Source: an optimization exercise on an open RTL-to-GDS flow (aim: small area, a short achievable clock period and few clock cycles per item). Production flows keep margins and buffers that such runs may drop.
No functional check of the RTL was part of any run shown here.
Power and IR drop assume default switching activity.

## flow/design.v (module list and top-level ports; edited modules follow where they fit)
// module csa_fa: 9 lines
// module csa_ha: 8 lines
// module binary_neuron: 930 lines
module binary_neuron (
    input  logic                    clk,
    input  logic                    reset,
    input  logic                    in_valid,
    output logic                    in_ready,
    input  logic [320:0]            in_req,
    output logic                    out_valid,
    input  logic                    out_ready,
    output logic [9:0]              out_sum
);
  // ...
==> flow/flow/run.sh <==
#!/bin/bash
# The standard layout (standard.sh: ORFS synthesis to final layout), with
# two changes:
#  - the input and output ports are buffered with the smallest buffer,
#    sky130_fd_sc_hd__buf_1, instead of the cell buffer_ports picks by default
#    (clkdlybuf4s50_1); later repair steps may still resize them;
#  - clock tree synthesis adds no dummy loads to the clock tree.
set -euo pipefail
export BUFFER_PORTS_ARGS="-buffer_cell sky130_fd_sc_hd__buf_1"
export CTS_ARGS="-sink_clustering_enable -repair_clock_nets -buf_list sky130_fd_sc_hd__clkbuf_8 -dont_use_dummy_load"
bash standard.sh > standard_flow.log 2>&1
==> flow/standard.sh <==
#!/bin/bash
# synth_recipe.tcl (not shown) runs the flow's synth.tcl, then flattens the netlist and writes it again
# the make line also repeats each setting of config.mk as NAME=value (left out here)
make -C /OpenROAD-flow-scripts/flow DESIGN_CONFIG=/design/flow/config.mk WORK_HOME=/design/flow/orfs CLKGATE_MAP_FILE= SYNTH_SCRIPT=/design/flow/synth_recipe.tcl "${@:-finish}"
==> flow/config.mk <==
export PLATFORM = sky130hd
export DESIGN_NAME = binary_neuron
export DESIGN_NICKNAME = binary_neuron
export VERILOG_FILES = /design/flow/design.v
export SDC_FILE = /design/flow/constraint.sdc
export NUM_CORES = 4
export LEC_CHECK = 0
export CAP_MARGIN = 20
export CORE_MARGIN = 2
export CORE_UTILIZATION = 40
export CTS_BUF_LIST = sky130_fd_sc_hd__clkbuf_8
export SLEW_MARGIN = 20
export SYNTH_HIERARCHICAL = 1
export SYNTH_MINIMUM_KEEP_SIZE = 0
==> flow/constraint.sdc <==
create_clock -name core_clock -period 6.0 [get_ports {clk}]
set_input_delay 1.2000 -clock core_clock [delete_from_list [all_inputs] [get_ports {clk}]]
set_output_delay 1.2000 -clock core_clock [all_outputs]
set_load 0.01 [all_outputs]
==> summary.txt, run 1 <==
Run status
  • Run status: no timing/DRC/antenna violations

Final layout
  • Clock Network Area Fraction: 1.54%
  • Commonest non-fill, non-tap cell in the layout: buf_1
  • Seq. cell area: 0.00426 mm²
  • NumNets Final: 2034
  • Clkbuf count: 17

Synth
  • Post-Synth Simple-Gate Area: 12.5%
  • Yosys cell types: 32
  • Number of flops mapped to enable cells by yosys: 40

Worst setup path
  • Reg2reg end: out_sum[9]
  • Setup CP Type: reg -> reg
  • CP Launch Type: register
  • Critical Path Stages: 8

CTS
  • CTS H-tree depth: 4
  • Clock Latency Late Sink: 470 ps
  • Clock transition at path regs: 100 ps

Power
  • Largest power group: combinational cells
  • P_clk: 0.638 mW
  • Pwr Density: 603 mW/mm²

STA
  • Final min period: 3190 ps
  • Crit share post-route: 53.2%
  • RSZ-0062 raised after global routing: no

Route
  • WL met1: 13.3 mm
  • Met2 routed WL: 17.3 mm
  • Final WL: 32.2 mm

Placement
  • Pre-CTS setup slack: 2850 ps

Global route
  • Grt peak-use layer: met2
  • Largest net degree at the start of global routing: 29

Hold path
  • Hold WC Path Type: reg -> reg

Die
  • Core area: 0.0325 mm²
==> inputs of run 2 (changes only) <==
--- a/flow/design.v
+++ b/flow/design.v
@@ -215,17 +215,17 @@
     wire q3_61 = ~(in_req[76] ^ (~in_req[3] & (in_req[73] | in_req[74] | in_req[75])));
     wire p1_62 = in_req[70] ^ (~in_req[2] & in_req[69]);
     wire p2_62 = in_req[71] ^ (~in_req[2] & (in_req[69] | in_req[70]));
     wire q3_62 = ~(in_req[72] ^ (~in_req[2] & (in_req[69] | in_req[70] | in_req[71])));
     wire p1_63 = in_req[66] ^ (~in_req[1] & in_req[65]);
     wire p2_63 = in_req[67] ^ (~in_req[1] & (in_req[65] | in_req[66]));
     wire q3_63 = ~(in_req[68] ^ (~in_req[1] & (in_req[65] | in_req[66] | in_req[67])));
     logic r1_s57, r1_s59, r1_s61, r1_s123, r1_s125, r1_s127, r1_s129, r1_s131, r1_s133, r1_s135, r1_c58, r1_c60, r1_c62, r1_s137, r1_s139, r1_s141, r1_s143, r1_s145, r1_c122, r1_c124, r1_c126, r1_c128, r1_c130, r1_c132, r1_c134, r1_c136, r1_s203, r1_s205, r1_s207, r1_s209, r1_s211, r1_s213, r1_s215, r1_s217, r1_s219, r1_s221, r1_s223, r1_s225, r1_s227, r1_s229, r1_s231, r1_c138, r1_c140, r1_c142, r1_c144, r1_c146, r1_s233, r1_s235, r1_s311, r1_s313, r1_c204, r1_c206, r1_c208, r1_c210, r1_c212, r1_c214, r1_c216, r1_c218, r1_c220, r1_c222, r1_c224, r1_c226, r1_c228, r1_c230, r1_c232, r1_s315, r1_s317, r1_s319, r1_s321, r1_s323, r1_s325, r1_s327, r1_s329, r1_s331, r1_s333, r1_s335, r1_s337, r1_s339, r1_s341, r1_c234, r1_c236, r1_c314, r1_c316, r1_c318, r1_c320, r1_c322, r1_c324, r1_c326, r1_c328, r1_c330, r1_c332, r1_c334, r1_c336, r1_c338, r1_c340, r1_c342, r1_s393, r1_s395, r1_s397, r1_s399, r1_s401, r1_s403, r1_s405, r1_c394, r1_c396, r1_c398, r1_c400, r1_c402, r1_c404, r1_c406;
-    logic r2_s387, r2_c272, r2_s389, r2_c386, r2_s441, r2_c388, r2_s443, r2_c390, r2_s445, r2_s471, r2_s473, r2_c446, r2_s475, r2_c472, r2_s487, r2_c474, r2_s489, r2_c476, r2_c488, r2_s497, r2_c490, r2_c498, r2_s63, r2_s157, r2_s271, r2_s159;
+    logic r2_s387, r2_c272, r2_s389, r2_s443, r2_c390, r2_s445, r2_s447, r2_c448, r2_s475, r2_s477, r2_s489, r2_c476, r2_s491, r2_c478, r2_c488, r2_s497, r2_c490, r2_c492, r2_c498, r2_s63, r2_s157, r2_s271, r2_s159;
     wire s1 = ~(in_req[317] ^ in_req[313]);
     wire c2 = in_req[317] | in_req[313];
     wire s3, c4;
     csa_fa u_s3 (.a(in_req[309]), .b(in_req[305]), .c(in_req[301]), .s(s3), .co(c4));
     wire s5, c6;
     csa_fa u_s5 (.a(in_req[297]), .b(in_req[293]), .c(in_req[289]), .s(s5), .co(c6));
     wire s7, c8;
     csa_fa u_s7 (.a(in_req[285]), .b(in_req[281]), .c(in_req[277]), .s(s7), .co(c8));
@@ -663,21 +663,21 @@
     csa_fa u_s439 (.a(s427), .b(s429), .c(s431), .s(s439), .co(c440));
     wire s441, c442;
     csa_fa u_s441 (.a(c376), .b(c378), .c(c380), .s(s441), .co(c442));
     wire s443, c444;
     csa_fa u_s443 (.a(s433), .b(c382), .c(s435), .s(s443), .co(c444));
     wire s445, c446;
     csa_fa u_s445 (.a(s437), .b(s439), .c(c384), .s(s445), .co(c446));
     wire s447, c448;
-    csa_fa u_s447 (.a(r2_c386), .b(r2_s441), .c(r2_c388), .s(s447), .co(c448));
+    csa_fa u_s447 (.a(c386), .b(s441), .c(c388), .s(s447), .co(c448));
     wire s449, c450;
     csa_fa u_s449 (.a(r2_s443), .b(r2_c390), .c(r2_s445), .s(s449), .co(c450));
     wire s451, c452;
-    csa_fa u_s451 (.a(s447), .b(c392), .c(s449), .s(s451), .co(c452));
+    csa_fa u_s451 (.a(r2_s447), .b(c392), .c(s449), .s(s451), .co(c452));
     wire s453 = ~(r1_c394 ^ r1_c396);
     wire c454 = r1_c394 | r1_c396;
     wire s455, c456;
     csa_fa u_s455 (.a(r1_c398), .b(r1_c400), .c(r1_c402), .s(s455), .co(c456));
     wire s457, c458;
     csa_fa u_s457 (.a(r1_c404), .b(r1_c406), .c(c408), .s(s457), .co(c458));
     wire s459, c460;
     csa_fa u_s459 (.a(c410), .b(c412), .c(c414), .s(s459), .co(c460));
@@ -693,41 +693,41 @@
     csa_fa u_s469 (.a(s459), .b(s461), .c(s463), .s(s469), .co(c470));
     wire s471, c472;
     csa_fa u_s471 (.a(c434), .b(c436), .c(c438), .s(s471), .co(c472));
     wire s473, c474;
     csa_fa u_s473 (.a(s465), .b(c440), .c(s467), .s(s473), .co(c474));
     wire s475, c476;
     csa_fa u_s475 (.a(c442), .b(s469), .c(c444), .s(s475), .co(c476));
     wire s477, c478;
-    csa_fa u_s477 (.a(r2_s471), .b(r2_s473), .c(r2_c446), .s(s477), .co(c478));
+    csa_fa u_s477 (.a(s471), .b(s473), .c(c446), .s(s477), .co(c478));
     wire s479, c480;
-    csa_fa u_s479 (.a(c448), .b(r2_s475), .c(c450), .s(s479), .co(c480));
+    csa_fa u_s479 (.a(r2_c448), .b(r2_s475), .c(c450), .s(s479), .co(c480));
     wire s481, c482;
-    csa_fa u_s481 (.a(s477), .b(c452), .c(s479), .s(s481), .co(c482));
+    csa_fa u_s481 (.a(r2_s477), .b(c452), .c(s479), .s(s481), .co(c482));
     wire s483 = ~(c454 ^ c456);
     wire c484 = c454 | c456;
     wire s485, c486;
     csa_fa u_s485 (.a(c458), .b(c460), .c(c462), .s(s485), .co(c486));
     wire s487, c488;
     csa_fa u_s487 (.a(s483), .b(c464), .c(c466), .s(s487), .co(c488));
     wire s489, c490;
     csa_fa u_s489 (.a(c468), .b(s485), .c(c470), .s(s489), .co(c490));
     wire s491, c492;
-    csa_fa u_s491 (.a(r2_c472), .b(r2_s487), .c(r2_c474), .s(s491), .co(c492));
+    csa_fa u_s491 (.a(c472), .b(s487), .c(c474), .s(s491), .co(c492));
     wire s493, c494;
-    csa_fa u_s493 (.a(r2_s489), .b(r2_c476), .c(s491), .s(s493), .co(c494));
+    csa_fa u_s493 (.a(r2_s489), .b(r2_c476), .c(r2_s491), .s(s493), .co(c494));
     wire s495, c496;
-    csa_fa u_s495 (.a(c478), .b(s493), .c(c480), .s(s495), .co(c496));
+    csa_fa u_s495 (.a(r2_c478), .b(s493), .c(c480), .s(s495), .co(c496));
     wire s497 = ~(c484 ^ c486);
     wire c498 = c484 | c486;
     wire s499, c500;
     csa_fa u_s499 (.a(r2_c488), .b(r2_s497), .c(r2_c490), .s(s499), .co(c500));
     wire s501, c502;
-    csa_fa u_s501 (.a(c492), .b(s499), .c(c494), .s(s501), .co(c502));
+    csa_fa u_s501 (.a(r2_c492), .b(s499), .c(c494), .s(s501), .co(c502));
     wire s503 = ~(r2_c498 ^ c500);
     wire c504 = r2_c498 | c500;
     wire [9:0] row_a = {c504, s503, s501, s495, s481, s451, s391, r2_s271, r2_s157, r2_s63};
     wire [9:0] row_b = {1'b0, c502, c496, c482, 1'b0, 1'b0, 1'b0, 1'b0, r2_s159, 1'b0};
     wire [9:0] total = row_a + row_b;
     logic         accept, pop;
     logic [3:0] pending, pending_next;
     assign accept = in_valid && in_ready;
@@ -867,34 +867,31 @@
         r1_c402 <= c402;
         r1_c404 <= c404;
         r1_c406 <= c406;
     end
     always_ff @(posedge clk) begin
         r2_s387 <= s387;
         r2_c272 <= c272;
         r2_s389 <= s389;
-        r2_c386 <= c386;
-        r2_s441 <= s441;
-        r2_c388 <= c388;
         r2_s443 <= s443;
         r2_c390 <= c390;
         r2_s445 <= s445;
-        r2_s471 <= s471;
-        r2_s473 <= s473;
-        r2_c446 <= c446;
+        r2_s447 <= s447;
+        r2_c448 <= c448;
         r2_s475 <= s475;
-        r2_c472 <= c472;
-        r2_s487 <= s487;
-        r2_c474 <= c474;
+        r2_s477 <= s477;
         r2_s489 <= s489;
         r2_c476 <= c476;
+        r2_s491 <= s491;
+        r2_c478 <= c478;
         r2_c488 <= c488;
         r2_s497 <= s497;
         r2_c490 <= c490;
+        r2_c492 <= c492;
         r2_c498 <= c498;
         r2_s63 <= s63;
         r2_s157 <= s157;
         r2_s271 <= s271;
         r2_s159 <= s159;
     end
     logic [9:0]      q_data [0:2];
     logic [2:0]    q_wr, q_rd, q_occ;
==> run 2 against run 1 <==
Against the previous run:
- still clean
- synthesized area decreased by 0.45%
- clock-buffer cell count unchanged
- sequential power decreased by 4%
- worst setup slack improved by 140 ps
- clock power decreased by 3%
- register-to-register slack improved by 140 ps
- hold slack got worse by 4.2 ps
- fmax increased by 4.4%
- combinational power increased by 6.3%
- utilization decreased by 0.066 points
- largest cell class unchanged
==> summary.txt, run 2 <==
Global route
  • Vias in the first global route: 9189
  • GR Util All Layers: 19.5%
  • First-pass GRT wire length: 49.1 mm
  • Initial antenna violation count: 0
  • Gr ovfl total: 0
  • Largest net degree at the start of global routing: 29 (unchanged)

Final layout
  • Top reg by flops: q_data
  • Post-route core utilization: 46.7%
  • Top flop regs: q_data x30, out_sum x10, pending x4
  • Post-route insts no fill: 1886
  • Fill count: 3055
  • Multi-input gate area: 0.00879 mm²
  • Area Overhead vs Synth: 15.3%
  • Share of layout cells above drive strength 1: 1.39%
  • Most frequent cells in the layout: 336 x buf_1, 243 x fa_1, 215 x nor2_1
  • Max reg flops: 30
  • NumNets Final: 2031 (-0.15%)
  • Commonest non-fill, non-tap cell in the layout: buf_1
  • N_diodes: 0
  • Seq. cell area: 0.00420 mm² (-1.4%)

Run status
  • Run status: no timing/DRC/antenna violations

Placement
  • Port bufs: 336
  • Routability Congestion: 0.885
  • Placed cell count: 1869
  • DP HPWL: 28.9 mm

Worst setup path
  • Setup CP Type: reg -> reg
  • R2R Path Start: r2_s443
  • Crit path from: r2_s443
  • R2R depth: 8
  • Worst setup path end: out_sum[9]
  • WP data arrival: 3360 ps
  • Reg2reg end: out_sum[9]
  • CP Capture Type: register
  • CP dominant cell by count: fa_1
  • CP Launch Type: register
  • Largest stage delay on the critical path: 450 ps
  • Worst EP required: 6310 ps
  • Critical path fanouts, max: 4
  • Max stage delay cell, worst path: fa_1
  • Crit-path cells: fa_1 -> fa_1 -> fa_1 -> ha_1 -> a21o_1 -> a221oi_2 -> xor2_1 -> o21a_1
  • FF-to-FF setup slack: 2940 ps

CTS
  • Clock Sinks: 190
  • Clock transition at path regs: 80 ps (-20 ps)
  • Clock Tree Buf Depth: 2
  • CTS tree: done
  • CTS Hold Bufs: 0
  • TritonCTS buffer count: 17
  • Clock Latency Late Sink: 470 ps (about the same)
  • Clk root buf: clkbuf_8
  • Resized Gates After CTS: 0
  • CTS H-tree depth: 4 (unchanged)
  • Post-CTS Setup Inserts: 0

STA
  • Crit share post-route: 51.0% (-2.3 points)
  • Final min period: 3060 ps (-135 ps)
  • RSZ-0062 raised after global routing: no
  • Setup TNS: 0 ps
  • Final hold vios: 0
  • Fmax: 327 MHz
  • Slew at the pin closest to its max-slew limit: 990 ps
  • Slew Viols, Final: 0
  • Setup Viol. Count Final: 0
  • Skew final: 36.4 ps
  • Relative slew margins: 33.8%

Route
  • Drt wl/cell: 17.0 µm
  • Vias: 8552
  • Iter 0 DRT Violations: 292
  • Final WL: 32.1 mm (-0.25%)
  • Drt pass-1 iters: 6
  • DR vias/cell: 4.53
  • ANT nets after route: 0
  • DRC Markers: 0

Synth
  • Top-count cell post-synth: fa_1
  • Yosys warning count: 8
  • Synth Register Bits: 190
  • Number of flops mapped to enable cells by yosys: 40 (unchanged)
  • Ys async rst share: 0%
  • Post-synthesis area per instance: 12.0 µm²
  • Synth area leaders: fa_1 37%, dfxtp_1 23%, edfxtp_1 9.1%
  • Synth cell count leaders: 243 x fa_1, 215 x nor2_1, 150 x dfxtp_1, 131 x xnor2_1, 68 x xor2_1
  • Synthesized area: 0.0132 mm²
  • Yosys cell types: 32 (unchanged)
  • Post-synth top area share: 37.0%
  • Top cell type by total area after synthesis: fa_1
  • Post-synth net total: 1684
  • Top FF cell, synth: dfxtp_1
  • Post-synthesis sequential area ratio: 32.0%
  • Post-Syn Instances: 1099

Power
  • Power Total: 9.42 mW
  • Leakage: 5.57 nW
  • Pwr Density: 621 mW/mm² (+3.0%)
  • Peak VDD IR: 0.780 mV

Die
  • I/O Pins: 337
  • Die area: 0.0343 mm²
  • Die width: 185 µm
  • Starting Density: 40.5%
  • FP Rows: 66
  • Core area: 0.0325 mm² (-0.25%)
  • Die Span Y: 185 µm

Hold path
  • Hold WC Path Type: reg -> reg

Run
  • MaxCap Viol Count: 0
==> run 2: final cells by class <==
cell class	count	area share [%]
Tap cell	442	3.65
Sequential cell	190	27.7
Multi-Input combinational cell	868	58.0
Clock buffer	17	1.54
Timing Repair Buffer	336	8.32
Inverter	33	0.817
==> run 2: per-layer routing <==
metal | GRT usage, % | routed length (µm)
met5 | 0 | 0
met4 | 3.68 | 434
met3 | 3.19 | 1240
met2 | 36.5 | 17200
met1 | 23.6 | 13200
==> run 2: logic make-up after synthesis <==
| kind of cell | after synthesis | synth area share (%) |
|---|---|---|
| flip-flops | 190 | 32.0 |
| AO/OA/AOI/OAI | 40 | 2.26 |
| multiplexers | 2 | 0.152 |
| adder cells (fa/ha/maj) | 260 | 38.6 |
| buffers and inverters | 41 | 1.18 |
| AND/OR/NAND/NOR | 367 | 12.6 |
| XOR/XNOR | 199 | 13.3 |
==> run 2: critical path, delay by kind of cell (launching register included) <==
kind	cells	cell delay [ps]
compound gates	3	660
flops	1	320
xor+xnor	1	320
fa+ha+maj	4	1620
==> run 2: how the worst min path moves through the flow <==
stage,end,startpoint,cells after the start
final,stage_valid[2],stage_valid[1],1
after CTS,stage_valid[2],stage_valid[1],1
after global placement,stage_valid[2],stage_valid[1],1
after detailed placement,stage_valid[2],stage_valid[1],1
after floorplan,stage_valid[2],stage_valid[1],1
after global routing,stage_valid[2],stage_valid[1],1
==> run 2: power breakdown <==
part	internal [mW]	total [mW]	switching [mW]	leakage, nW
logic	2.89	6.23	3.34	3.81
registers	2.24	2.57	0.333	1.63
clock network	0.251	0.622	0.371	0.122
==> run 2: per-module statistics from Yosys, one instance, submodules excluded <==
module | area, µm² | flops+latches | cells inside | copies in the design
csa_fa | 20.0 | 0 | 1 | 243
binary_neuron | 8290 | 190 | 856 | 1
==> run 2: metrics by stage <==
stage                     setup WS, ps  hold WS (ps)  area [µm²]
final                             2940           459       15200
after global placement            2910           431       14900
after CTS                         2960           461       15200
after detailed placement          2900           448       14900
after global routing              2790           479       15200
after floorplan                   3150           414       13200

-- port drivers added, routing unchanged --
The results above use ideal ports. As a check the final layouts listed here were re-extracted and re-timed, cells and wires unchanged.
Step 1 sets driving cells, clkbuf_16 on the clock port and buf_2 on the other inputs (assumed; they add their load-dependent delay and slew).
Step 2 adds t to the input delays and takes it off the output delays; t is the mean of the earliest and latest rising clock arrival at the registers after step 1. Input paths then give back, and output paths get back, about the clock's delay inside the block.
Three values: ideal ports, drivers, drivers and shift; two values: the first two.
| run | t, ns | setup slack, ns | slew at the worst register clock pin (ns) | pins driven straight from the clock port |
|---|---|---|---|---|
| run 1 | 0.489 | 2.807 / 2.807 / 2.807 | 0.11 / 0.11 | 1 |
| run 2 | 0.487 | 2.943 / 2.943 / 2.916 | 0.11 / 0.11 | 1 |
After both steps setup and hold are still met in every run listed. The setup slack of run 2, which loses most, moves by 0.000 ns with the drivers and by -0.027 ns with both steps.
